What follows belongs to an exercise in optimizing a design on an open flow for small area, a short achievable clock period and few clock cycles per item; a production flow would make more cautious choices. Function was checked by simulation only, so behaviour that the tests miss may differ from the original.

File: flow/config.mk
export PLATFORM = sky130hd
export DESIGN_NAME = rational_arithmetic_unit
export DESIGN_NICKNAME = rational_arithmetic_unit
export VERILOG_FILES = /design/flow/design.v
export SDC_FILE = /design/flow/constraint.sdc
export NUM_CORES = 4
export LEC_CHECK = 0
export ABC_AREA = 1
export CAP_MARGIN = 20
export CORE_MARGIN = 2
export CORE_UTILIZATION = 40
export SETUP_SLACK_MARGIN = 5
export SLEW_MARGIN = 20
File: flow/constraint.sdc
create_clock -name core_clock -period 12.0 [get_ports {clk_i}]
set_input_delay 2.4000 -clock core_clock [delete_from_list [all_inputs] [get_ports {clk_i}]]
set_output_delay 2.4000 -clock core_clock [all_outputs]
set_load 0.01 [all_outputs]
File: flow/design.v
package rau_pkg;
  localparam int unsigned FieldW = 32;
  typedef enum logic [1:0] {
    ACT_ADD = 2'd0,
    ACT_MUL = 2'd1,
    ACT_EQ  = 2'd2,
    ACT_RED = 2'd3
  } action_e;
endpackage
module rau_lzc (
  input  logic [31:0] a_i,
  output logic [5:0]  lz_o
);
  always_comb begin
    lz_o = 6'd32;
    for (int i = 0; i < 32; i++) begin
      if (a_i[i]) lz_o = 6'(31 - i);
    end
  end
endmodule
module rational_arithmetic_unit #(
  parameter int unsigned WIDTH = 32
) (
  input  logic              clk_i,
  input  logic              rst_ni,
  input  logic              in_valid,
  output logic              in_ready,
  input  logic [1:0]        in_action,
  input  logic [31:0]       in_a_num,
  input  logic [31:0]       in_a_den,
  input  logic [31:0]       in_b_num,
  input  logic [31:0]       in_b_den,
  output logic              out_valid,
  input  logic              out_ready,
  output logic [31:0]       out_res_num,
  output logic [31:0]       out_res_den,
  output logic              out_is_equal,
  output logic              out_bad_denominator
);
  localparam logic [1:0] K_NORM = 2'd0, K_EUC = 2'd1, K_DIV = 2'd2, K_MUL = 2'd3;
  localparam logic [2:0] L_NONE = 3'd0, L_AN = 3'd1, L_AD = 3'd2, L_BN = 3'd3,
                         L_BD = 3'd4, L_R1 = 3'd5;
  localparam logic [2:0] V_D = 3'd0, V_Q = 3'd1, V_X = 3'd2, V_R1 = 3'd3, V_R2 = 3'd4;
  localparam logic [1:0] M_ABS = 2'd0, M_SGN = 2'd1, M_ADDX = 2'd2;
  localparam logic [2:0] SA_NONE = 3'd0, SA_LD = 3'd1, SA_XOR = 3'd2, SA_LDG = 3'd3,
                         SA_P = 3'd4, SA_PG = 3'd5, SA_S0G = 3'd6, SA_S1G = 3'd7;
  localparam logic [1:0] F_NONE = 2'd0, F_LD = 2'd1, F_P = 2'd2;
  localparam int unsigned UW = 29;
  function automatic logic [UW-1:0] ucode(logic [1:0] act, logic [4:0] pc);
    logic [1:0] kind, mode, fs0, fs1;
    logic [2:0] dld, sa, vs;
    logic       wx, wy, wr1, wr2, zchk, eqn, eqf, fin, exr2;
    kind = K_NORM; dld = L_NONE; vs = V_D; mode = M_ABS; fs0 = F_NONE; fs1 = F_NONE;
    sa = SA_NONE; wx = 1'b0; wy = 1'b0; wr1 = 1'b0; wr2 = 1'b0;
    zchk = 1'b0; eqn = 1'b0; eqf = 1'b0; fin = 1'b0; exr2 = 1'b0;
    unique case (act)
      rau_pkg::ACT_ADD: begin
        unique case (pc)
          5'd1:  begin wy = 1'b1; fs1 = F_LD; dld = L_AD; end
          5'd2:  begin wx = 1'b1; fs0 = F_LD; end
          5'd3:  begin kind = K_EUC; exr2 = 1'b1; dld = L_BD; end
          5'd4:  begin wy = 1'b1; sa = SA_LD; dld = L_AD; end
          5'd5:  begin wx = 1'b1; sa = SA_XOR; end
          5'd6:  kind = K_MUL;
          5'd7:  begin vs = V_X; wx = 1'b1; sa = SA_PG; end
          5'd8:  begin vs = V_R2; wy = 1'b1; end
          5'd9:  kind = K_DIV;
          5'd10: begin vs = V_Q; zchk = 1'b1; mode = M_SGN; wr2 = 1'b1; dld = L_AN; end
          5'd11: begin wy = 1'b1; sa = SA_XOR; end
          5'd12: begin vs = V_R2; wx = 1'b1; end
          5'd13: kind = K_MUL;
          5'd14: begin vs = V_X; wx = 1'b1; sa = SA_P; dld = L_AD; end
          5'd15: begin wy = 1'b1; sa = SA_XOR; end
          5'd16: kind = K_DIV;
          5'd17: begin vs = V_Q; mode = M_SGN; wr1 = 1'b1; dld = L_BN; end
          5'd18: begin wy = 1'b1; sa = SA_LD; end
          5'd19: begin vs = V_R2; wx = 1'b1; sa = SA_XOR; end
          5'd20: kind = K_MUL;
          5'd21: begin vs = V_X; wx = 1'b1; sa = SA_P; dld = L_BD; end
          5'd22: begin wy = 1'b1; sa = SA_XOR; end
          5'd23: kind = K_DIV;
          5'd24: begin vs = V_Q; mode = M_SGN; wx = 1'b1; dld = L_R1; end
          default: begin mode = M_ADDX; wr1 = 1'b1; fin = 1'b1; end
        endcase
      end
      rau_pkg::ACT_MUL: begin
        unique case (pc)
          5'd1:  begin wy = 1'b1; sa = SA_LD; dld = L_AN; end
          5'd2:  begin wx = 1'b1; sa = SA_XOR; end
          5'd3:  kind = K_MUL;
          5'd4:  begin vs = V_X; wr1 = 1'b1; fs0 = F_P; dld = L_BD; end
          5'd5:  begin wy = 1'b1; sa = SA_LD; dld = L_AD; end
          5'd6:  begin wx = 1'b1; sa = SA_XOR; end
          5'd7:  kind = K_MUL;
          5'd8:  begin vs = V_X; zchk = 1'b1; wy = 1'b1; wr2 = 1'b1; fs1 = F_P; end
          5'd9:  begin vs = V_R1; wx = 1'b1; end
          5'd10: kind = K_EUC;
          5'd11: begin vs = V_R1; wx = 1'b1; sa = SA_S0G; end
          5'd12: kind = K_DIV;
          5'd13: begin vs = V_Q; mode = M_SGN; wr1 = 1'b1; end
          5'd14: begin vs = V_R2; wx = 1'b1; sa = SA_S1G; end
          5'd15: kind = K_DIV;
          default: begin vs = V_Q; mode = M_SGN; wr2 = 1'b1; fin = 1'b1; end
        endcase
      end
      rau_pkg::ACT_EQ: begin
        unique case (pc)
          5'd1:  begin wy = 1'b1; fs1 = F_LD; dld = L_AN; end
          5'd2:  begin wx = 1'b1; fs0 = F_LD; end
          5'd3:  begin kind = K_EUC; dld = L_AN; end
          5'd4:  begin wx = 1'b1; sa = SA_LDG; end
          5'd5:  kind = K_DIV;
          5'd6:  begin vs = V_Q; mode = M_SGN; wr1 = 1'b1; dld = L_AD; end
          5'd7:  begin wx = 1'b1; sa = SA_LDG; end
          5'd8:  kind = K_DIV;
          5'd9:  begin vs = V_Q; mode = M_SGN; wr2 = 1'b1; dld = L_BD; end
          5'd10: begin wy = 1'b1; fs1 = F_LD; dld = L_BN; end
          5'd11: begin wx = 1'b1; fs0 = F_LD; end
          5'd12: begin kind = K_EUC; dld = L_BN; end
          5'd13: begin wx = 1'b1; sa = SA_LDG; end
          5'd14: kind = K_DIV;
          5'd15: begin vs = V_Q; mode = M_SGN; wx = 1'b1; dld = L_BD; end
          5'd16: begin eqn = 1'b1; wx = 1'b1; sa = SA_LDG; end
          5'd17: kind = K_DIV;
          5'd18: begin vs = V_Q; mode = M_SGN; wx = 1'b1; end
          default: begin eqf = 1'b1; fin = 1'b1; end
        endcase
      end
      default: begin  
        unique case (pc)
          5'd1:  begin wy = 1'b1; fs1 = F_LD; dld = L_AN; end
          5'd2:  begin wx = 1'b1; fs0 = F_LD; end
          5'd3:  begin kind = K_EUC; dld = L_AN; end
          5'd4:  begin wx = 1'b1; sa = SA_LDG; end
          5'd5:  kind = K_DIV;
          5'd6:  begin vs = V_Q; mode = M_SGN; wr1 = 1'b1; dld = L_AD; end
          5'd7:  begin wx = 1'b1; sa = SA_LDG; end
          5'd8:  kind = K_DIV;
          default: begin vs = V_Q; mode = M_SGN; wr2 = 1'b1; fin = 1'b1; end
        endcase
      end
    endcase
    ucode = {kind, dld, vs, mode, wx, wy, wr1, wr2, fs0, fs1, sa, zchk, eqn, eqf, fin, exr2,
             (kind == K_EUC) || (kind == K_DIV)};
  endfunction
  logic        run_q, ls_q, ovalid_q;
  logic [4:0]  pc_q;
  logic [1:0]  act_q;
  logic        bad_q, eq_q, eqn_q;
  logic        s0_q, s1_q, sg_q, sacc_q, par_q;
  logic [4:0]  cnt_q;
  logic        dy_q;             
  logic [31:0] x_q, y_q, q_q, r1_q, r2_q;
  logic [32:0] d_q;              
  logic [UW-1:0] u, u_next;
  logic       u_wx, u_wy, u_wr1, u_wr2, u_zchk, u_eqn, u_eqf, u_fin, u_exr2, u_sub;
  logic [1:0] u_kind, u_mode, u_fs0, u_fs1;
  logic [2:0] u_dld, u_vs, u_sa;
  assign {u_kind, u_dld, u_vs, u_mode, u_wx, u_wy, u_wr1, u_wr2, u_fs0, u_fs1, u_sa,
          u_zchk, u_eqn, u_eqf, u_fin, u_exr2, u_sub} = u;
  assign u_next = ucode(act_q, pc_q + 5'd1);
  logic [5:0]  lzx, lzy;
  logic [6:0]  ddiff;
  logic [4:0]  dsh;
  logic        xshort;           
  logic        xlong;            
  logic        yzero;
  logic [32:0] dalign;
  logic [31:0] src;
  rau_lzc u_lzx (.a_i(x_q), .lz_o(lzx));
  rau_lzc u_lzy (.a_i(y_q), .lz_o(lzy));
  assign ddiff  = {1'b0, lzy} - {1'b0, lzx};
  assign xshort = ddiff[6];
  assign xlong  = !ddiff[6] && (ddiff[5:0] != '0);
  assign yzero  = lzy[5];
  assign dsh    = ddiff[4:0] | 5'd1;
  assign dalign = {1'b0, y_q} << dsh;
  logic       a_zero, b_zero;
  logic [2:0] dsel;
  assign a_zero = (in_a_den == '0);
  assign b_zero = (in_b_den == '0);
  always_comb begin
    if (run_q) begin
      dsel = u_dld;
    end else begin
      unique case (in_action)
        rau_pkg::ACT_ADD: dsel = L_BD;
        rau_pkg::ACT_MUL: dsel = L_BN;
        default:          dsel = L_AD;
      endcase
    end
    unique case (dsel)
      L_AN:    src = a_zero ? 32'd0 : in_a_num;
      L_AD:    src = a_zero ? 32'd1 : in_a_den;
      L_BN:    src = b_zero ? 32'd0 : in_b_num;
      L_BD:    src = b_zero ? 32'd1 : in_b_den;
      default: src = r1_q;
    endcase
  end
  logic [31:0] v, sn, s;
  logic        vzero, vlo_zero, nneg, sprod;
  always_comb begin
    unique case (u_vs)
      V_Q:     v = q_q;
      V_X:     v = x_q;
      V_R1:    v = r1_q;
      V_R2:    v = r2_q;
      default: v = d_q[31:0];
    endcase
  end
  assign vlo_zero = (v[30:0] == '0);
  assign vzero    = vlo_zero && !v[31];
  assign sprod    = sacc_q ? (!vzero && (!v[31] || vlo_zero)) : v[31];
  assign nneg     = (u_mode == M_ABS) ? v[31] : sacc_q;
  assign sn       = (v ^ {32{nneg}}) + 32'(nneg);
  logic [33:0] sum, sum2, b2;
  logic        ge, ge2, c1, c2;
  logic [31:0] x1, x2;
  assign sum = {2'b0, x_q} + ({1'b0, d_q} ^ {34{u_sub}}) + 34'(u_sub);
  assign ge  = !sum[33];
  assign s   = (u_mode == M_ADDX) ? sum[31:0] : sn;
  logic mul_last, last1;
  assign last1    = (cnt_q[4:1] == '0);
  assign mul_last = (q_q[31:2] == '0);
  assign c1   = (u_kind == K_MUL) ? q_q[0] : ge;
  assign x1   = c1 ? sum[31:0] : x_q;
  assign b2   = (u_kind == K_MUL) ? {d_q, 1'b0} : ~{2'b0, d_q[32:1]};
  assign sum2 = {2'b0, x1} + b2 + 34'(u_kind != K_MUL);
  assign ge2  = !sum2[33];
  assign c2   = (u_kind == K_MUL) ? q_q[1] : ge2;
  assign x2   = c2 ? sum2[31:0] : x1;
  logic fin_now;
  assign fin_now   = run_q && (u_kind == K_NORM) && (u_fin || (u_zchk && vzero));
  assign in_ready  = fin_now;
  assign out_valid = ovalid_q;
  assign out_res_num         = r1_q;
  assign out_res_den         = r2_q;
  assign out_is_equal        = eq_q;
  assign out_bad_denominator = bad_q;
  logic go, adv;
  assign go = !run_q && in_valid && (!ovalid_q || out_ready);
  logic euc_fast;
  assign euc_fast = dy_q && !xshort && (ddiff[5:1] == '0);
  always_comb begin
    unique case (u_kind)
      K_EUC:   adv = !ls_q && yzero;
      K_DIV:   adv = ls_q ? last1 : xshort;
      K_MUL:   adv = ls_q && mul_last;
      default: adv = 1'b1;
    endcase
  end
  always_ff @(posedge clk_i or negedge rst_ni) begin
    if (!rst_ni) begin
      run_q    <= 1'b0;
      ovalid_q <= 1'b0;
      pc_q     <= '0;
      ls_q     <= 1'b0;
    end else begin
      if (ovalid_q && out_ready) ovalid_q <= 1'b0;
      if (go) begin
        run_q <= 1'b1;
        pc_q  <= 5'd1;
        ls_q  <= 1'b0;
      end else if (fin_now) begin
        run_q    <= 1'b0;
        ovalid_q <= 1'b1;
      end else if (run_q) begin
        if (adv) begin
          pc_q <= pc_q + 5'd1;
          ls_q <= 1'b0;
        end else begin
          unique case (u_kind)
            K_EUC:   ls_q <= !ls_q ? !(xshort || euc_fast) : !last1;
            K_MUL:   ls_q <= ls_q || !xlong;
            default: ls_q <= 1'b1;
          endcase
        end
      end
    end
  end
  always_ff @(posedge clk_i) begin
    if (go)                u <= ucode(in_action, 5'd1);
    else if (run_q && adv) u <= u_next;
  end
  always_ff @(posedge clk_i) begin
    if (!run_q) begin
      if (go) begin
        act_q  <= in_action;
        bad_q  <= a_zero || (b_zero && (in_action != rau_pkg::ACT_RED));
        eq_q   <= 1'b0;
        d_q    <= {1'b0, src};
      end
    end else begin
      unique case (u_kind)
        K_NORM: begin
          dy_q <= 1'b0;
          if (u_dld != L_NONE) d_q <= {1'b0, src};
          if (u_wx)  x_q  <= s;
          if (u_wy)  y_q  <= s;
          if (u_wr1) r1_q <= s;
          if (u_wr2) r2_q <= s;
          if (u_fs0 == F_LD) begin s0_q <= v[31]; par_q <= 1'b0; end
          if (u_fs0 == F_P)  begin s0_q <= sprod; par_q <= 1'b0; end
          if (u_fs1 == F_LD) s1_q <= v[31];
          if (u_fs1 == F_P)  s1_q <= sprod;
          unique case (u_sa)
            SA_LD:   sacc_q <= v[31];
            SA_XOR:  sacc_q <= sacc_q ^ v[31];
            SA_LDG:  sacc_q <= v[31] ^ sg_q;
            SA_P:    sacc_q <= sprod;
            SA_PG:   sacc_q <= sprod ^ sg_q;
            SA_S0G:  sacc_q <= s0_q ^ sg_q;
            SA_S1G:  sacc_q <= s1_q ^ sg_q;
            default: ;
          endcase
          if (u_eqn) eqn_q <= (x_q == r1_q);
          if (u_eqf) begin
            eq_q <= eqn_q && (x_q == r2_q);
            r1_q <= 32'd0;
            r2_q <= 32'd1;
          end
          if (u_zchk && vzero) begin
            bad_q <= 1'b1;
            r1_q  <= 32'd0;
            r2_q  <= 32'd1;
          end
        end
        K_EUC: begin
          if (!ls_q) begin
            if (yzero) begin
              if (u_exr2) r2_q <= x_q;
              else        y_q  <= x_q;
              sg_q <= par_q ? s1_q : s0_q;
              if (u_dld != L_NONE) d_q <= {1'b0, src};
            end else if (xshort) begin
              x_q   <= y_q;
              y_q   <= x_q;
              par_q <= !par_q;
              dy_q  <= 1'b0;
            end else if (euc_fast) begin
              y_q   <= x2;
              x_q   <= y_q;
              d_q   <= {x2, 1'b0};
              par_q <= !par_q;
            end else begin
              d_q   <= dalign;
              cnt_q <= dsh;
              dy_q  <= 1'b0;
            end
          end else begin
            d_q <= d_q >> 2;
            if (last1) begin
              y_q   <= x2;
              x_q   <= y_q;
              d_q   <= {x2, 1'b0};
              dy_q  <= 1'b1;
              par_q <= !par_q;
            end else begin
              x_q   <= x2;
              cnt_q <= cnt_q - 5'd2;
            end
          end
        end
        K_DIV: begin
          if (!ls_q) begin
            q_q <= 32'd0;
            if (!xshort) begin
              d_q   <= dalign;
              cnt_q <= dsh;
            end
          end else begin
            x_q   <= x2;
            q_q   <= {q_q[29:0], ge, ge2};
            d_q   <= d_q >> 2;
            cnt_q <= cnt_q - 5'd2;
          end
        end
        default: begin  
          if (!ls_q) begin
            if (xlong) begin
              x_q <= y_q;
              y_q <= x_q;
            end else begin
              q_q <= x_q;
              d_q <= {1'b0, y_q};
              x_q <= 32'd0;
            end
          end else begin
            x_q <= x2;
            q_q <= q_q >> 2;
            d_q <= d_q << 2;
          end
        end
      endcase
    end
  end
endmodule
File: flow/run.sh
#!/bin/bash
# synth_recipe.tcl (not shown) runs the flow's synth.tcl, then flattens the netlist and writes it again
# the make line also repeats each setting of config.mk as NAME=value (left out here)
make -C /OpenROAD-flow-scripts/flow DESIGN_CONFIG=/design/flow/config.mk WORK_HOME=/design/flow/orfs CLKGATE_MAP_FILE= SYNTH_SCRIPT=/design/flow/synth_recipe.tcl finish
==> results of run 1 <==
[worst min-delay path, stage by stage (launching register included)]
cell,delay [ns]
dfxtp_1,0.31
nand2_1,0.06
a21oi_1,0.06
[kinds of logic after synthesis]
logic type	after synthesis	share of synthesized area, %
buffers and inverters	654	9.496
xor gates and xnor gates	178	6.128
AOI/OAI and AO/OA	1255	27.70
adders and majority gates	93	4.456
DFF	243	26.38
and+or+nand+nor	1643	25.84
[flip-flops by register name, indices dropped and copies added (netlist names), 2 cells and up]
signal,cells
act_q,2
u,27
d_q,33
r1_q,32
r2_q,32
cnt_q,4
q_q,32
pc_q,5
y_q,32
x_q,32
[placed cells by master (no fill, tap or decap), drive strengths merged, types with 56 or more instances in the layout]
cell type and n:
nand3 175, edfxtp 216, buf 130, o21ai 570, nand2 903, o22ai 99, clkdlybuf4s50 201, nor3 67
inv 412, nor2 358, o211ai 68, a22oi 61, xnor2 61, o221ai 56, xor2 117, a21oi 233
ha 89
[path summary, 6_finish.rpt]
path / startpoint / endpoint / slack, ns / cells after the start
worst max register to register: d_q[18] / d_q[31] / 5.16 / 33
min in group asynchronous: rst_ni / run_q / 2.23 / 1
worst min-delay path: u[4] / u[4] / 0.48 / 2
max in group asynchronous: rst_ni / ls_q / 9.30 / 1
worst min register to register: u[4] / u[4] / 0.48 / 2
worst max-delay path: x_q[25] / in_ready / 4.93 / 13
[routing by layer]
metal | vias to the layer above | global-route usage [%] | share of wire [%]
li1 | 14530 | - | -
met1 | 15980 | 59.94 | 38
met2 | 2704 | 64.83 | 40
met3 | 581 | 14.15 | 14
met4 | 6 | 31.39 | 8.3
met5 | - | 0 | 0.044
[layout make-up]
type | count | area [um2]
Antenna cell | 6 | 15.01
Clock buffer | 43 | 935.9
Clock inverter | 17 | 150.1
Fill cell | 7018 | 34380
Inverter | 431 | 1660
Multi-Input combinational cell | 3170 | 17510
Sequential cell | 243 | 7074
Tap cell | 864 | 1081
Timing Repair Buffer | 334 | 3162
Timing Repair inverter | 2 | 12.51
[synthesized netlist by cell type, types with 6 or more instances]
cell type  count  area [um2]
o211ai_1      68       510.5
nor4_1        50       312.8
xnor2_1       52       455.4
or2_2         29       181.4
a21oi_1      233        1166
a311oi_1       7       61.31
xnor2_2        9       146.4
a31oi_1       39       244.0
ha_1          89        1114
a21o_1        11       82.58
dfxtp_1       19       380.4
nor2_1       352        1321
nand4_1       47       294.0
clkbuf_1     172       645.6
o221ai_1      56       490.5
nand3_1      172       860.8
a21boi_0       9       67.56
edfxtp_1     216        6486
xor2_1       115        1007
buf_1         25       93.84
a22oi_1       61       457.9
nand2_1      896        3363
dfrtp_1        8       200.2
a22o_1        10       87.58
clkinv_1      15       56.30
o22ai_1       99       619.3
inv_1        407        1528
buf_2         20       100.1
o311ai_0       6       52.55
o32ai_1        6       52.55
a211oi_1      22       165.2
inv_2          9       33.78
o21a_1         9       67.56
o2111ai_1      6       52.55
o21ai_1       26       130.1
a221oi_1      16       140.1
nand3b_1       7       52.55
o21ai_0      543        2718
nor3_1        64       320.3
[repair_timing]
| action | in CTS | in global routing |
|---|---|---|
| pin swaps | 1 | 4 |
| cloned | 1 | 4 |
| gates resized for setup | 47 | 66 |
| setup endpoints to repair | 253 | 220 |
| hold endpoints to repair | 0 | 0 |
| buffers inserted | 5 | 28 |
[metrics by stage]
stage	setup WS, ns	util (%)
after floorplan	5.652	-
after global routing	4.991	47.87
after CTS	5.014	47.16
final	4.932	47.90
after detailed placement	3.834	45.21
after global placement	3.528	45.15
==> results.txt, run 1 <==
status: no timing/DRC/antenna violations
via/cell ratio: 6.615
top_reg_cell synth: edfxtp_1
CP max stage delay: 0.96 ns
placed cells: 5006
final setup fails: 0
WP data arrival: 4.67 ns
Finished Layout Cells: 5110
Seq/Total Area, Yosys: 26.38%
post-place instance area: 29830 um2
CP Capture Type: output port
Die Area: 69060 um2
CP Cell Sequence: clkinvlp_4 -> o22ai_1 -> nor3_1 -> a31oi_1 -> nor4_1 -> nand3_1 -> nor3_4 -> ha_1 -> nand2_1 -> inv_1 -> nor2_1 -> nor2_2 -> clkdlybuf4s50_1
EDFF count, synth: 216
Critical Path Start Type: flip-flop
Reg clk slew, reported paths: 0.06 ns
row count: 94
Congestion Overflow GR: 0
drt wl/cell: 32.66 um
Detailed Routing Iterations Pass 1: 7
Critical Setup Path Class: reg2out
Crit Path Max Fanout: 8
worst hold path type: reg2reg
fmax: 141.5 MHz
Routability Congestion: 1.103
port bufs: 201
aggregate routed wire length: 166.9 mm
Cells after Synth: 4066
Pins Over Slew Limit: 0
post-layout min period: 7.068 ns
DRC: 0
htree depth: 2
share of cells above drive strength 1: 7.736%
MaxCap Viol Count: 0
Post-synth ARST share: 3.292%
IO Pins: 202
syn_area_per_cell: 6.588 um2
Synthesized Nets: 4293
vias in the first global route: 30.68k
Initial Util: 40.60%
largest net degree at the start of global routing: 65
Num CTS Buffers: 34
Final Hold Viols: 0
Core Region: 65980 um2
initial antenna violation count: 7
Distinct cells, synth: 70
Synth-to-Final Area Change: 17.97%
fin crit share: 58.90%
nets: 4443
Max Buffers Root-to-Sink: 3
first-pass GRT wire length: 229.5 mm
hpwl dp: 127.3 mm
WHS: 0.4777 ns
yosys warns: 2
Worst Tran Pin Value: 1.362 ns
Critical path buffers and inverters: 3
Global Route Usage Sum: 46.02%
setup TNS: 0 ns
slew margin rel.: 8.265%
Worst EP required: 9.60 ns
clock skew: 0.02131 ns
clock root buffer: clkbuf_16
clk latency of the worst-skew pair: 0.59 ns
die extent in x: 262.8 um
RSZ-0062 raised after global routing: false
critical path's top delay family: buffers and inverters
register bit total from synthesis: 243
Initial DRC Count: 5705
final instance area: 31600 um2
Clock Sinks: 243
post-route ant nets: 0
CTS Hold Bufs: 0
Mapped Area: 26790 um2
die height: 262.8 um
Worst path slowest cell: edfxtp_1
via count: 33.80k
CTS tree: done
Testbench counts, summed over its fixed seeds: cycles 83,679, items 960.
==> run 2: changes to the inputs <==
--- a/flow/design.v
+++ b/flow/design.v
@@ -175,5 +175,17 @@
   assign yzero  = lzy[5];
   assign dsh    = ddiff[4:0] | 5'd1;
-  assign dalign = {1'b0, y_q} << dsh;
+  logic        ypow2, rsh;
+  logic [31:0] xrev, shq;
+  logic [32:0] shout;
+  assign ypow2 = ((y_q & (y_q - 32'd1)) == '0);
+  assign rsh   = (u_kind == K_DIV) && ypow2;
+  always_comb begin
+    for (int i = 0; i < 32; i++) begin
+      xrev[i] = x_q[31 - i];
+      shq[i]  = shout[31 - i];
+    end
+  end
+  assign shout  = (rsh ? {1'b0, xrev} : {1'b0, y_q}) << (rsh ? ~lzy[4:0] : dsh);
+  assign dalign = shout;
   logic       a_zero, b_zero;
   logic [2:0] dsel;
@@ -245,5 +257,5 @@
     unique case (u_kind)
       K_EUC:   adv = !ls_q && yzero;
-      K_DIV:   adv = ls_q ? last1 : xshort;
+      K_DIV:   adv = ls_q ? last1 : (xshort || ypow2);
       K_MUL:   adv = ls_q && mul_last;
       default: adv = 1'b1;
@@ -364,5 +376,5 @@
         K_DIV: begin
           if (!ls_q) begin
-            q_q <= 32'd0;
+            q_q <= ypow2 ? shq : 32'd0;
             if (!xshort) begin
               d_q   <= dalign;
==> run 2 against run 1 <==
Still clean on timing, DRC and antenna. Die area increased by 5.1%. Clock-buffer cell count unchanged. Hold slack got worse by 0.025 ns. Final cell count increased by 10%. Global-route usage increased by 0.73 points. Non-clock buffer count increased by 107. Critical path depth increased by 23. Clock skew increased by 0.0033 ns. Setup slack got worse by 0.15 ns. Via count increased by 9.4%. Synthesized cell count increased by 8.5%.
==> results.txt, run 2 <==
status: no timing/DRC/antenna violations
post-route ant nets: 0
clock skew: 0.02460 ns
worst hold path type: reg2reg
top cell type's share of synthesized area: 23.03%
Initial DRC Count: 6082
htree depth: 2
Post-synth top cells: nand2_1 (1059), o21ai_0 (449), inv_1 (447), nand3_1 (380), nor2_1 (359)
Distinct cells, synth: 87
CP max stage delay: 0.66 ns
Crit Path Max Fanout: 35
Biggest register: d_q
slew margin rel.: 10.58%
Global Route Usage Sum: 46.75%
Routability Congestion: 1.083
drt wl/cell: 31.59 um
fmax: 138.6 MHz
max reg flops: 33
WP data arrival: 7.69 ns
CP Capture Type: flip-flop
Final Hold Viols: 0
Synth-to-Final Area Change: 23.05%
IO Pins: 202
via count: 36.96k
yosys warns: 2
via/cell ratio: 6.574
setup TNS: 0 ns
largest net degree at the start of global routing: 83
most used cell, CP: nand2_1
placed cells: 5408
vias in the first global route: 33.59k
DRC: 0
Reg clk slew, reported paths: 0.06 ns
share of cells above drive strength 1: 12.69%
initial antenna violation count: 10
top_reg_cell synth: edfxtp_1
Detailed Routing Iterations Pass 1: 8
Congestion Overflow GR: 0
Seq/Total Area, Yosys: 25.09%
Critical Setup Path Class: reg2reg
Initial Util: 40.28%
Worst path slowest cell: o21ai_0
EDFF count, synth: 216
first-pass GRT wire length: 246.8 mm
top cells by area, synth: edfxtp_1 (23%), nand2_1 (14%), o21ai_0 (8.0%)
clk latency of the worst-skew pair: 0.61 ns
most common cell after layout, fill and taps aside: nand2_1
Worst EP required: 12.48 ns
port bufs: 201
Synthesized Nets: 4633
syn_area_per_cell: 6.386 um2
Core Region: 69910 um2
Critical Path Start Type: flip-flop
Worst Tran Pin Value: 1.327 ns
Post-synth ARST share: 3.292%
Num CTS Buffers: 35
register bit total from synthesis: 243
largest area contributor in the netlist: edfxtp_1
Cells after Synth: 4410
Die Area: 72540 um2
die extent in x: 269.3 um
RSZ-0062 raised after global routing: true
nets: 4868
CTS tree: done
Finished Layout Cells: 5623
final setup fails: 0
clock root buffer: clkbuf_16
Pins Over Slew Limit: 0
hpwl dp: 129.5 mm
row count: 97
most common cell in the synthesized netlist: nand2_1
fin crit share: 60.11%
Clock Sinks: 243
post-layout min period: 7.213 ns
aggregate routed wire length: 177.6 mm
Mapped Area: 28160 um2
MaxCap Viol Count: 0
most frequent cells in the layout: nand2_1 (1016), inv_1 (426), o21ai_0 (394)
die height: 269.3 um
Max Buffers Root-to-Sink: 3
[run 2: cell types whose count changed after synthesis, moves of 11 or more]
cell / previous run / this run
nand2_1: 896 / 1059
o211ai_1: 68 / 51
o21bai_1: 5 / 19
or2_2: 29 / 50
nor3_1: 64 / 34
o21ai_0: 543 / 449
nand3_1: 172 / 380
o221ai_1: 56 / 23
inv_1: 407 / 447
a22oi_1: 61 / 5
o2111ai_1: 6 / 60
a21oi_1: 233 / 262
clkbuf_1: 172 / 193
a31oi_1: 39 / 50
[run 2: routing by layer]
metal | up-vias | track usage (%) | wire (um)
met5 | - | 2.763 | 330
met1 | 17270 | 58.21 | 64670
li1 | 15770 | - | -
met4 | 12 | 35.60 | 17340
met3 | 814 | 18.24 | 26580
met2 | 3101 | 64.20 | 68680
[run 2: area by class of cell]
type | count | area [um2]
Antenna cell | 11 | 27.53
Clock buffer | 43 | 937.1
Clock inverter | 21 | 158.9
Fill cell | 7350 | 35260
Inverter | 478 | 1843
Multi-Input combinational cell | 3443 | 19180
Sequential cell | 243 | 7081
Tap cell | 940 | 1176
Timing Repair Buffer | 441 | 4230
Timing Repair inverter | 3 | 20.02
[run 2: what timing repair did]
action	in CTS	in global routing
endpoints found under the setup margin	305	295
cloned	10	5
hold endpoints to repair	0	0
setup buffers	70	53
pin swaps	35	64
hold buffers	0	0
resized for setup	166	131
[run 2: stage by stage]
step | cell area, um2 | setup slack (ns) | util (%) | hold WS [ns]
2_1_floorplan | 28180 | 5.010 | - | 0.4262
3_3_place_gp | 31260 | 3.010 | 44.72 | 0.4404
3_5_place_dp | 31260 | 2.702 | 44.72 | 0.4422
4_1_cts | 33560 | 5.001 | 48.01 | 0.4523
5_1_grt | 34630 | 4.447 | 49.53 | 0.4823
6_report | 34650 | 4.787 | 49.57 | 0.4530
[run 2: cells by family after synthesis]
| kind of cell | Yosys count | share of synthesized area (%) |
|---|---|---|
| AND/OR/NAND/NOR | 2021 | 30.96 |
| AO/OA/AOI/OAI | 1166 | 24.65 |
| buffers and inverters | 728 | 9.956 |
| flip-flops | 243 | 25.09 |
| XOR/XNOR | 159 | 5.131 |
| adder cells (fa/ha/maj) | 91 | 4.136 |
| multiplexers | 2 | 0.07553 |
[run 2: critical path, delay by kind of cell, from the launching register on]
kind / cells / cell delay (ns)
adder cells (fa/ha/maj): 2 / 0.80
flip-flops: 1 / 0.36
buffers and inverters: 7 / 1.33
AND/OR/NAND/NOR: 12 / 1.47
AO/OA/AOI/OAI: 15 / 3.09
[run 2: final timing paths]
kind | start | end | slack, ns | cells after the start
setup / recovery | x_q[3] | d_q[7] | 4.79 | 36
hold / removal | u[5] | u[5] | 0.45 | 2
setup reg to reg | x_q[3] | d_q[7] | 4.79 | 36
hold reg to reg | u[5] | u[5] | 0.45 | 2
max in group asynchronous | rst_ni | ls_q | 9.34 | 1
min in group asynchronous | rst_ni | ls_q | 2.19 | 1
Testbench counts of run 2, summed over its fixed seeds: cycles 67,703, items 960.
==> run 3: changes to the inputs <==
--- a/flow/design.v
+++ b/flow/design.v
@@ -175,17 +175,16 @@
   assign yzero  = lzy[5];
   assign dsh    = ddiff[4:0] | 5'd1;
-  logic        ypow2, rsh;
-  logic [31:0] xrev, shq;
-  logic [32:0] shout;
-  assign ypow2 = ((y_q & (y_q - 32'd1)) == '0);
-  assign rsh   = (u_kind == K_DIV) && ypow2;
+  logic        ypow2;
+  logic [31:0] shq;
+  assign ypow2 = ((y_q & (y_q - 32'd1)) == '0) && (lzy[4:2] == 3'b111);
   always_comb begin
-    for (int i = 0; i < 32; i++) begin
-      xrev[i] = x_q[31 - i];
-      shq[i]  = shout[31 - i];
-    end
+    unique case (lzy[1:0])
+      2'd3:    shq = x_q;
+      2'd2:    shq = {1'b0, x_q[31:1]};
+      2'd1:    shq = {2'b0, x_q[31:2]};
+      default: shq = {3'b0, x_q[31:3]};
+    endcase
   end
-  assign shout  = (rsh ? {1'b0, xrev} : {1'b0, y_q}) << (rsh ? ~lzy[4:0] : dsh);
-  assign dalign = shout;
+  assign dalign = {1'b0, y_q} << dsh;
   logic       a_zero, b_zero;
   logic [2:0] dsel;
==> run 3 against run 2 <==
Hold slack better by 0.016 ns. Die area is 1.5% higher. Still clean on timing, DRC and antenna. Register-to-register slack better by 0.19 ns. First-iteration DRC count is 0.99% higher. Sequential share of layout area hardly changed. Global-route usage is 2.5 points lower. Clock-buffer cell count is 5 lower. Largest cell class unchanged. Clock skew is 0.017 ns higher. Sequential cell count stayed put.
==> results.txt, run 3 <==
htree depth: 2
die extent in x: 271.3 um
met2 global-route usage: 62.92%
CTS Hold Bufs: 0
Reg clk slew, reported paths: 0.07 ns
Critical path buffers and inverters: 5
grt met1 use: 58.50%
Mapped Area: 28580 um2
Initial DRC Count: 6142
Worst path slowest cell: edfxtp_1
fin crit share: 58.56%
yosys warns: 2
Global Route Usage Sum: 44.20%
DRC: 0
clk latency of the worst-skew pair: 0.58 ns
EDFF count, synth: 216
share of cells above drive strength 1: 10.85%
most used cell, CP: nand2_1
Post-synth ARST share: 3.292%
row count: 98
placed cells: 5368
worst hold path type: reg2reg
final setup fails: 0
hold path start: u[5]
post-route ant nets: 0
top cell type's share of synthesized area: 22.69%
Pins Over Slew Limit: 0
Seq/Total Area, Yosys: 24.72%
Worst Tran Pin Value: 1.221 ns
Synthesized Nets: 4626
register bit total from synthesis: 243
Finished Layout Cells: 5544
Synth-to-Final Area Change: 20.94%
top_reg_cell synth: edfxtp_1
Biggest register: d_q
Post-synth top cells: nand2_1 (871), o21ai_0 (544), inv_1 (431), nor2_1 (418), a21oi_1 (300)
Initial Util: 40.19%
CTS tree: done
drt wl/cell: 31.36 um
nets: 4794
Distinct cells, synth: 78
clock skew: 0.04166 ns
MaxCap Viol Count: 0
fmax: 142.3 MHz
final instance area: 34570 um2
Clock Sinks: 243
RSZ-0062 raised after global routing: true
Setup crit start: x_q[1]
initial antenna violation count: 13
Critical Setup Path Class: reg2reg
Num CTS Buffers: 34
CP max stage delay: 0.97 ns
IO Pins: 202
CP Capture Type: flip-flop
top cells by area, synth: edfxtp_1 (23%), nand2_1 (11%), o21ai_0 (9.5%)
r2r startpoint: x_q[1]
largest net degree at the start of global routing: 70
via/cell ratio: 6.518
Critical Path Start Type: flip-flop
Die Area: 73610 um2
WHS: 0.4693 ns
grt peak-use layer: met2
Detailed Routing Iterations Pass 1: 9
Crit Path Max Fanout: 9
critical path's top delay family: compound AO/OA/AOI/OAI gates
Cells after Synth: 4399
most frequent cells in the layout: nand2_1 (853), o21ai_0 (498), inv_1 (418)
Final Hold Viols: 0
aggregate routed wire length: 173.9 mm
most common cell after layout, fill and taps aside: nand2_1
post-place instance area: 31600 um2
max reg flops: 33
port bufs: 201
clock root buffer: clkbuf_16
status: no timing/DRC/antenna violations
Worst EP required: 12.35 ns
WP data arrival: 7.38 ns
setup TNS: 0 ns
most common cell in the synthesized netlist: nand2_1
slew margin rel.: 17.76%
post-layout min period: 7.027 ns
hpwl dp: 126.9 mm
largest area contributor in the netlist: edfxtp_1
M3 GR Usage: 11.57%
first-pass GRT wire length: 236.0 mm
die height: 271.3 um
vias in the first global route: 31.77k
Congestion Overflow GR: 0
syn_area_per_cell: 6.498 um2
Core Region: 71120 um2
Routability Congestion: 1.023
Max Buffers Root-to-Sink: 3
via count: 36.14k
-- run 3: kinds of logic after synthesis --
logic type,synth area share [%]
and+or+nand+nor,25.27
AOI/OAI and AO/OA,29.58
buffers and inverters,10.47
DFF,24.72
xor gates and xnor gates,5.603
adders and majority gates,4.176
muxes,0.1751
-- run 3: path summary, 6_finish.rpt --
path                            to  slack [ns]  depth (start not counted)
max reg2reg                x_q[27]        4.97                         31
min in group asynchronous     ls_q        2.19                          1
max in group asynchronous     ls_q        9.41                          1
min                           u[5]        0.47                          2
max                        x_q[27]        4.97                         31
min reg2reg                   u[5]        0.47                          2
-- run 3: worst min-delay path, cell delays in order (launching register included) --
cell and delay (ns):
dfxtp_1 0.31, nand2_1 0.06, a21oi_1 0.06
-- run 3: layout make-up --
cell class	count	area, um2
well taps	950	1189
diodes	4	10.01
repair buffers	422	4111
fillers	7499	36550
inverters	483	1872
clock buffers	38	887.1
multi-input cells	3379	19180
repair inverters	4	31.28
clock inverters	21	211.5
flip-flops and latches	243	7074
-- run 3: repair_timing --
item,4_1_cts,5_1_grt
resized for setup,133,98
pin swaps,12,27
setup buffers,19,77
gates cloned,6,11
setup endpoints to repair,274,260
-- run 3: layer usage --
layer | share of wire, % | vias to the layer above
li1 | - | 15690
met1 | 38 | 16960
met2 | 40 | 2847
met3 | 13 | 620
met4 | 8.4 | 12
met5 | 0.043 | -
-- run 3: stage by stage --
stage | setup WS (ns) | utilization [%]
finish | 4.973 | 48.61
floorplan | 5.035 | -
CTS | 4.999 | 47.00
global route | 4.928 | 48.59
global placement | 2.744 | 44.44
detailed placement | 2.668 | 44.44
Testbench counts of run 3, summed over its fixed seeds: cycles 68,785, items 960.
==> run 4: changes to the inputs <==
--- a/flow/design.v
+++ b/flow/design.v
@@ -67,6 +67,6 @@
           5'd9:  kind = K_DIV;
           5'd10: begin vs = V_Q; zchk = 1'b1; mode = M_SGN; wr2 = 1'b1; dld = L_AN; end
-          5'd11: begin wy = 1'b1; sa = SA_XOR; end
-          5'd12: begin vs = V_R2; wx = 1'b1; end
+          5'd11: begin wx = 1'b1; sa = SA_XOR; end
+          5'd12: begin vs = V_R2; wy = 1'b1; end
           5'd13: kind = K_MUL;
           5'd14: begin vs = V_X; wx = 1'b1; sa = SA_P; dld = L_AD; end
@@ -74,6 +74,6 @@
           5'd16: kind = K_DIV;
           5'd17: begin vs = V_Q; mode = M_SGN; wr1 = 1'b1; dld = L_BN; end
-          5'd18: begin wy = 1'b1; sa = SA_LD; end
-          5'd19: begin vs = V_R2; wx = 1'b1; sa = SA_XOR; end
+          5'd18: begin wx = 1'b1; sa = SA_LD; end
+          5'd19: begin vs = V_R2; wy = 1'b1; sa = SA_XOR; end
           5'd20: kind = K_MUL;
           5'd21: begin vs = V_X; wx = 1'b1; sa = SA_P; dld = L_BD; end
==> run 4 against run 3 <==
Highest routed layer unchanged. Maximum frequency rose by 4.1%. Synthesized area is essentially flat. Sequential share of layout area is 0.54 points higher. Register-to-register slack better by 0.28 ns. Critical path type unchanged.
==> results.txt, run 4 <==
via count: 35.71k
aggregate routed wire length: 159.0 mm
Distinct cells, synth: 66
CTS Hold Bufs: 0
top cell type's share of synthesized area: 22.71%
top_reg_cell synth: edfxtp_1
Detailed Routing Iterations Pass 1: 7
Synth-to-Final Area Change: 17.89%
DR top layer: met5
met3 wire len: 24.22 mm
via/cell ratio: 6.440
clock skew: 0.01829 ns
final setup fails: 0
first-pass GRT wire length: 225.2 mm
status: no timing/DRC/antenna violations
most common cell after layout, fill and taps aside: nand2_1
r2r startpoint: x_q[7]
row count: 97
EDFF count, synth: 216
Setup crit start: x_q[7]
initial antenna violation count: 11
slew margin rel.: 21.83%
Congestion Overflow GR: 0
vias in the first global route: 32.48k
Worst path slowest cell: edfxtp_1
clock root buffer: clkbuf_16
Cells after Synth: 4478
largest area contributor in the netlist: edfxtp_1
Initial DRC Count: 6211
share of cells above drive strength 1: 7.987%
htree depth: 2
CP max stage delay: 0.76 ns
fin crit share: 56.26%
hpwl dp: 117.1 mm
Post-synth top cells: nand2_1 (946), o21ai_0 (530), nor2_1 (450), inv_1 (447), a21oi_1 (326)
most frequent cells in the layout: nand2_1 (936), o21ai_0 (494), nor2_1 (444)
CP Capture Type: flip-flop
Pins Over Slew Limit: 0
Final Hold Viols: 0
Core Region: 70390 um2
die height: 271.2 um
Routability Congestion: 1.057
post-route ant nets: 0
Worst EP required: 12.29 ns
worst hold path type: reg2reg
met2 wire length: 64.03 mm
port bufs: 201
clk latency of the worst-skew pair: 0.56 ns
fmax: 148.1 MHz
Clock Sinks: 243
Num CTS Buffers: 34
nets: 4796
final core occ: 47.84%
Reg clk slew, reported paths: 0.05 ns
MaxCap Viol Count: 0
setup TNS: 0 ns
die extent in x: 271.2 um
hold path start: u[1]
Die Area: 73560 um2
RSZ-0062 raised after global routing: true
register bit total from synthesis: 243
Critical Setup Path Class: reg2reg
Biggest register: d_q
Seq/Total Area, Yosys: 24.74%
met1 wire length: 59.70 mm
top cells by area, synth: edfxtp_1 (23%), nand2_1 (12%), o21ai_0 (9.3%)
IO Pins: 202
Post-synth ARST share: 3.292%
Critical Path Start Type: flip-flop
Crit Path Max Fanout: 32
Initial Util: 40.58%
post-layout min period: 6.751 ns
Max Buffers Root-to-Sink: 3
syn_area_per_cell: 6.379 um2
Mapped Area: 28560 um2
yosys warns: 2
most common cell in the synthesized netlist: nand2_1
drt wl/cell: 28.67 um
WP data arrival: 7.04 ns
# fillers: 7368
largest net degree at the start of global routing: 90
Worst Tran Pin Value: 1.140 ns
max reg flops: 33
Global Route Usage Sum: 41.17%
Synthesized Nets: 4704
CTS tree: done
DRC: 0
-- run 4: through the flow --
| step | hold slack (ns) | instances | setup WS, ns | cell area [um2] |
|---|---|---|---|---|
| after global placement | 0.4614 | 5410 | 3.483 | 31340 |
| final | 0.4843 | 5545 | 5.249 | 33670 |
| after detailed placement | 0.4676 | 5410 | 3.603 | 31340 |
| after global routing | 0.5141 | 5537 | 4.919 | 33650 |
| after floorplan | 0.4445 | 4478 | 5.175 | 28570 |
| after CTS | 0.4803 | 5487 | 4.877 | 32840 |
-- run 4: logic make-up after synthesis --
kind of cell,synth area share [%]
AOI/OAI and AO/OA,27.39
xor gates and xnor gates,5.515
adders and majority gates,4.135
buffers and inverters,10.63
DFF,24.74
muxes,0.3154
and+or+nand+nor,27.27
-- run 4: final cells by class --
class | instances | area (um2) | area share [%]
Antenna cell | 10 | 25.02 | 0.07431
Clock buffer | 44 | 962.2 | 2.857
Clock inverter | 17 | 133.9 | 0.3976
Inverter | 485 | 1878 | 5.577
Multi-Input combinational cell | 3453 | 18950 | 56.26
Sequential cell | 243 | 7074 | 21.01
Tap cell | 940 | 1176 | 3.493
Timing Repair Buffer | 352 | 3473 | 10.31
Timing Repair inverter | 1 | 5.005 | 0.01486
-- run 4: worst max-delay path: cells and delay by family, from the launching register on --
family	cells	cell delay (ns)
flip-flops	1	0.76
buffers and inverters	7	1.33
adder cells (fa/ha/maj)	2	0.73
AO/OA/AOI/OAI	15	2.31
AND/OR/NAND/NOR	9	1.07
XOR/XNOR	1	0.20
-- run 4: what timing repair did --
action,4_1_cts,5_1_grt
setup buffers,13,41
pin swaps,4,20
cloned,3,7
endpoints found under the setup margin,240,251
gates resized for setup,85,93
-- run 4: per-layer routing --
layer | up-vias | track usage (%)
li1 | 15670 | -
met1 | 16620 | 53.86
met2 | 2829 | 59.09
met3 | 586 | 13.98
met4 | 8 | 23.08
met5 | - | 0
-- run 4: path summary, 6_finish.rpt --
| path | end | slack (ns) | cells after the start |
|---|---|---|---|
| max | q_q[22] | 5.25 | 34 |
| min | u[1] | 0.48 | 2 |
| max reg2reg | q_q[22] | 5.25 | 34 |
| min reg2reg | u[1] | 0.48 | 2 |
| max in group asynchronous | ls_q | 9.42 | 1 |
| min in group asynchronous | pc_q[3] | 2.18 | 1 |
Testbench counts of run 4, summed over its fixed seeds: cycles 68,581, items 960.

[static timing again, ports no longer ideal]
How much do the figures lean on ideal ports? The routed layouts below were timed once more, with nothing changed but the port constraints. Step 1 assumes that a clkbuf_16 drives the clock port and a buf_2 every other input. Step 2 times the ports against the registers' clock, not the clock port: input delays grow and output delays shrink by t, the midpoint of the rising clock arrivals with the driver on. a / b / c = ideal / step 1 / step 2; a / b = the first two.
run | shift t [ns] | setup slack, ns | worst hold slack (ns) | worst setup path after step 2 | worst register clock-pin slew, ns
run 1 | 0.641 | 4.932 / 4.866 / 4.643 | 0.478 / 0.478 / 0.478 | input to register | 0.07 / 0.07
run 2 | 0.676 | 4.787 / 4.787 / 4.787 | 0.453 / 0.453 / 0.453 | register to register | 0.07 / 0.07
run 3 | 0.635 | 4.973 / 4.973 / 4.655 | 0.469 / 0.469 / 0.469 | input to register | 0.07 / 0.07
run 4 | 0.620 | 5.249 / 5.239 / 5.176 | 0.484 / 0.484 / 0.484 | input to register | 0.07 / 0.07
After both steps setup and hold are still met in every run listed. For run 3, which loses most, drivers alone change the setup slack by 0.000 ns; drivers and shift together by -0.318 ns.
